Background: an optimization exercise with open tools, aiming at small area, a short achievable clock period and few clock cycles per item. Do not read the settings as production practice. Only simulation tests tie the RTL to the original design; equivalence was not proved. Power and IR drop assume default switching activity.

==> v36 <==
Design sorted_key_table, start of the top module:
module sorted_key_table (
   input wire logic clock,
   input wire logic reset,
   input  wire logic        req_valid,
   output      logic        req_ready,
   input  wire logic [2:0]  req_cmd,
   input  wire logic [31:0] req_key,
   input  wire logic [5:0]  req_slot_index,
   output      logic        rsp_valid,
   input  wire logic        rsp_ready,
   output      logic [2:0]  rsp_status,
   output      logic [31:0] rsp_key_out,
   output      logic [6:0]  rsp_entries_now,
   input  wire logic        csr_valid,
   output      logic        csr_ready,
   input  wire logic [31:0] csr_index,
   input  wire logic [31:0] csr_data
);
   localparam int D = skt_pkg::DEPTH;
   localparam int W = skt_pkg::KEY_WIDTH;
   function automatic logic [1:0] cmp_gt_eq(input logic [W-1:0] t, input logic [W-1:0] kb);
      logic [W-1:0] g, e;
      g = t & kb;
      e = t ^ kb;
      for (int w = W / 2; w >= 1; w = w / 2) begin
         for (int i = 0; i < w; i++) begin
            g[i] = g[2*i+1] | (e[2*i+1] & g[2*i]);
            e[i] = e[2*i+1] & e[2*i];
         end
      end
      cmp_gt_eq = {g[0], e[0]};
   endfunction
   function automatic logic [D-1:0] pos_below(input logic [5:0] h, input logic [6:0] x);
      logic [6:0] y;
      logic [D-1:0] ge_h, lt_y;
      y = 7'(h) + x;
      for (int j = 0; j < D; j++) begin
         ge_h[j] = 6'(j) >= h;
         lt_y[j] = 6'(j) < y[5:0];
      end
      pos_below = y[6] ? (ge_h | lt_y) : (ge_h & lt_y);
   endfunction
   function automatic logic [D-1:0] onehot6(input logic [5:0] a);
      for (int j = 0; j < D; j++) onehot6[j] = 6'(j) == a;
   endfunction
   function automatic logic [D-1:0] prev(input logic [D-1:0] x);
      prev = {x[D-2:0], x[D-1]};
   endfunction
   function automatic logic [D-1:0] next(input logic [D-1:0] x);
      next = {x[0], x[D-1:1]};
   endfunction
   logic [D-1:0][W-1:0] tbl;
   logic [6:0]  n_ff;
   logic [5:0]  h_ff;
   logic [D-1:0] valid, at_n, is_head;    
   logic        dup_ff, uns_ff;
   logic        a_v;
   logic [2:0]  a_cmd;
   logic [W-1:0] a_kb;                    
   logic [5:0]  a_slot;
   logic        b_v;
   logic [2:0]  b_cmd;
   logic [W-1:0] b_key;
   logic [5:0]  b_slot;
   logic [D-1:0] bs_oh, bs_le;            
   logic [D-1:0] bg_ff, be_ff;            
  ...
Settings: LEC_CHECK=0, CAP_MARGIN=20, CELL_PAD_IN_SITES_DETAIL_PLACEMENT=2, CELL_PAD_IN_SITES_GLOBAL_PLACEMENT=2, CORE_MARGIN=2, CORE_UTILIZATION=20, PLACE_DENSITY=0.3, SETUP_SLACK_MARGIN=3, SLEW_MARGIN=20, TNS_END_PERCENT=5; clock period 8.0 ns.
run.sh (not shown) runs the stock make flow with config.mk's settings and CLKGATE_MAP_FILE= SYNTH_SCRIPT=/design/flow/synth_recipe.tcl, a recipe that flattens the netlist after the stock synthesis.
==> v25 (differences from v36) <==
--- a/flow/design.v
+++ b/flow/design.v
@@ -113,33 +113,32 @@
    logic [2:0]  c_st;
    logic [W-1:0] c_ko;
    logic [6:0]  c_n;
    logic [D-1:0] c_sel;
    logic        srt_p0, srt_p1, srt_go;
    logic [5:0]  srt_u;                    
-   logic [D-1:0] srt_rp;                  
+   logic [5:0]  srt_rp;                   
    logic [D-1:0] below_u;                 
-   logic [1:0]  q_cnt;                    
-   logic        q_wp, q_rp;               
-   logic [2:0]  q_st [2];
-   logic [W-1:0] q_ko [2];
-   logic [6:0]  q_n [2];
+   logic        r0_v, r1_v;
+   logic [2:0]  r0_st, r1_st;
+   logic [W-1:0] r0_ko, r1_ko;
+   logic [6:0]  r0_n, r1_n;
    logic srt_any;                         
    logic c_rx_b;
    assign c_rx_b = b_cmd == skt_pkg::CMD_REMOVE_IDX;
    logic exec, xfer, c_push, stall;
-   assign c_push = c_v && !q_cnt[1];
+   assign c_push = c_v && !r1_v;
    assign stall = c_rd && c_rx_b;
    assign exec = b_v && (!c_v || c_push) && !stall;
    assign xfer = a_v && (!b_v || exec);
    assign req_ready = !srt_any && (!a_v || xfer);
    assign csr_ready = !srt_any;
-   assign rsp_valid = q_cnt != 2'd0;
-   assign rsp_status = q_st[q_rp];
-   assign rsp_key_out = q_ko[q_rp];
-   assign rsp_entries_now = q_n[q_rp];
+   assign rsp_valid = r0_v;
+   assign rsp_status = r0_st;
+   assign rsp_key_out = r0_ko;
+   assign rsp_entries_now = r0_n;
    logic [W-1:0] kb_cmp;
    assign kb_cmp = a_kb;
    logic [D-1:0] ag, ae;
    genvar gj;
    generate
       for (gj = 0; gj < D; gj++) begin : g_cmp
@@ -220,13 +219,13 @@
          end
       end
    endgenerate
    logic [D-1:0] rsel;
    logic slot_en;
    assign slot_en = !srt_any && !c_rd;
-   assign rsel = ({D{srt_any}} & srt_rp) | c_sel | ({D{slot_en}} & slot_oh);
+   assign rsel = ({D{srt_any}} & onehot6(srt_rp)) | c_sel | ({D{slot_en}} & slot_oh);
    logic [W-1:0] rd;
    always_comb begin
       rd = '0;
       for (int j = 0; j < D; j++) rd = rd | ({W{rsel[j]}} & tbl[j]);
    end
    logic [2:0]  st;
@@ -261,20 +260,19 @@
    assign csr_go = csr_valid && csr_ready;
    assign csr_uns = csr_go && (csr_index == 32'(skt_pkg::REG_UNSORTED));
    logic [W-1:0] c_kout;
    assign c_kout = c_rd ? rd : c_ko;
    logic acc, pop, bx;
    assign acc = req_valid && req_ready;
-   assign pop = rsp_valid && rsp_ready;
+   assign pop = r0_v && rsp_ready;
    assign bx = xfer || srt_p1 || srt_go;    
    always_ff @(posedge clock) begin
       if (reset) begin
          n_ff <= '0; h_ff <= '0; dup_ff <= 1'b0; uns_ff <= 1'b0;
          valid <= '0; at_n <= D'(1); is_head <= D'(1);
-         a_v <= 1'b0; b_v <= 1'b0; c_v <= 1'b0;
-         q_cnt <= 2'd0; q_wp <= 1'b0; q_rp <= 1'b0;
+         a_v <= 1'b0; b_v <= 1'b0; c_v <= 1'b0; r0_v <= 1'b0; r1_v <= 1'b0;
          srt_p0 <= 1'b0; srt_p1 <= 1'b0; srt_go <= 1'b0; srt_any <= 1'b0;
          c_rd <= 1'b0; c_sel <= '0;
       end else begin
          n_ff <= n_in;
          if (do_rk || do_rx || srt_go) h_ff <= h_ff + 6'd1;
          if (exec && c_clr) begin
@@ -303,15 +301,18 @@
          if (acc) a_v <= 1'b1;
          else if (xfer) a_v <= 1'b0;
          if (xfer) b_v <= 1'b1;
          else if (exec) b_v <= 1'b0;
          if (exec) c_v <= 1'b1;
          else if (c_push) c_v <= 1'b0;
-         q_cnt <= q_cnt + {1'b0, c_push} - {1'b0, pop};
-         if (c_push) q_wp <= !q_wp;
-         if (pop) q_rp <= !q_rp;
+         if (r0_v && !pop) begin
+            if (c_push) r1_v <= 1'b1;
+         end else begin
+            if (r1_v) r1_v <= 1'b0;
+            else r0_v <= c_push;
+         end
       end
       if (acc) begin
          a_cmd <= req_cmd; a_kb <= ~req_key; a_slot <= req_slot_index;
       end else if (srt_any) begin
          a_kb <= ~rd;    
       end
@@ -327,23 +328,27 @@
       p_h <= do_rk || do_rx || srt_go;
       if (exec) begin
          c_st <= st; c_ko <= ko; c_n <= n_in;
       end
       p_g <= c01[1]; p_e <= c01[0];
       if (srt_any) begin
-         srt_rp <= prev(srt_rp);
+         srt_rp <= srt_rp + 6'd1;
       end else begin
-         srt_rp <= is_head;
+         srt_rp <= h_ff;
       end
       if (srt_p1) begin
          srt_u <= 6'(n_ff - 7'd1);
          below_u <= valid & ~next(at_n);
       end else if (srt_go) begin
          srt_u <= srt_u - 6'd1;
          below_u <= below_u & ~is_head;
       end
-      if (c_push) begin
-         q_st[q_wp] <= c_st; q_ko[q_wp] <= c_kout; q_n[q_wp] <= c_n;
+      if (r0_v && !pop) begin
+         if (c_push) begin r1_st <= c_st; r1_ko <= c_kout; r1_n <= c_n; end
+      end else if (r1_v) begin
+         r0_st <= r1_st; r0_ko <= r1_ko; r0_n <= r1_n;
+      end else begin
+         r0_st <= c_st; r0_ko <= c_kout; r0_n <= c_n;
       end
    end
 endmodule
 `default_nettype wire
--- a/flow/config.mk
+++ b/flow/config.mk
@@ -6,11 +6,11 @@
 export NUM_CORES = 4
 export LEC_CHECK = 0
 export CAP_MARGIN = 20
 export CELL_PAD_IN_SITES_DETAIL_PLACEMENT = 2
 export CELL_PAD_IN_SITES_GLOBAL_PLACEMENT = 2
 export CORE_MARGIN = 2
-export CORE_UTILIZATION = 20
-export PLACE_DENSITY = 0.3
-export SETUP_SLACK_MARGIN = 3
+export CORE_UTILIZATION = 15
+export PLACE_DENSITY = 0.25
+export SETUP_SLACK_MARGIN = 2.5
 export SLEW_MARGIN = 20
 export TNS_END_PERCENT = 5
==> notes.md <==
status=finished with violations; violated checks=antenna violations; #MultiIn Comb=14700; Static Leak=100 nW; Clock-cell share=0.0674; ant diodes=819; worst slack, placed=0.700 ns; antenna-violating nets left=2
# the run above: v25

==> notes.md <==
routability cong.=1.00; DP Area=211000 um^2; Clock-cell share=0.0650; Worst setup EP type=flip-flop; antenna-violating nets left=3; violated checks=antenna violations; Static Leak=roughly 100 nW; #MultiIn Comb=14900; worst skew pair latency=1.16 ns; status=finished with violations; crit path cell chain=buf_4, ha_1, nand4_1, nor4_4, buf_4, nand2_1, or4_1, o21ai_0; ant diodes=a little under 500
# the run above: v36

Testbench counts of v36, summed over its fixed seeds: cycles 6,120, ops 5,464.
Testbench counts of v25, summed over its fixed seeds: cycles 6,120, ops 5,464.

## afterwards: timing with drivers on the ports
No port has a modelled driver above. Below, the same layouts with a new extraction and two added sets of constraints.
Step 1 assumes that a clkbuf_16 drives the clock port and a buf_2 every other input.
Step 2 also shifts input and output timing later by t, the mid clock arrival at the registers, as if the neighbouring blocks saw the same clock.
a / b / c = ideal / step 1 / step 2; a / b = the first two.
run	t (ns)	setup WS [ns]	worst hold slack (ns)	worst setup path after step 2	cell pins on the clock port's net
v36	1.297	2.481 / 2.481 / 2.481	0.424 / 0.424 / 0.424	register to register	1
v25	1.367	1.884 / 1.884 / 1.884	0.439 / 0.439 / 0.439	register to register	1
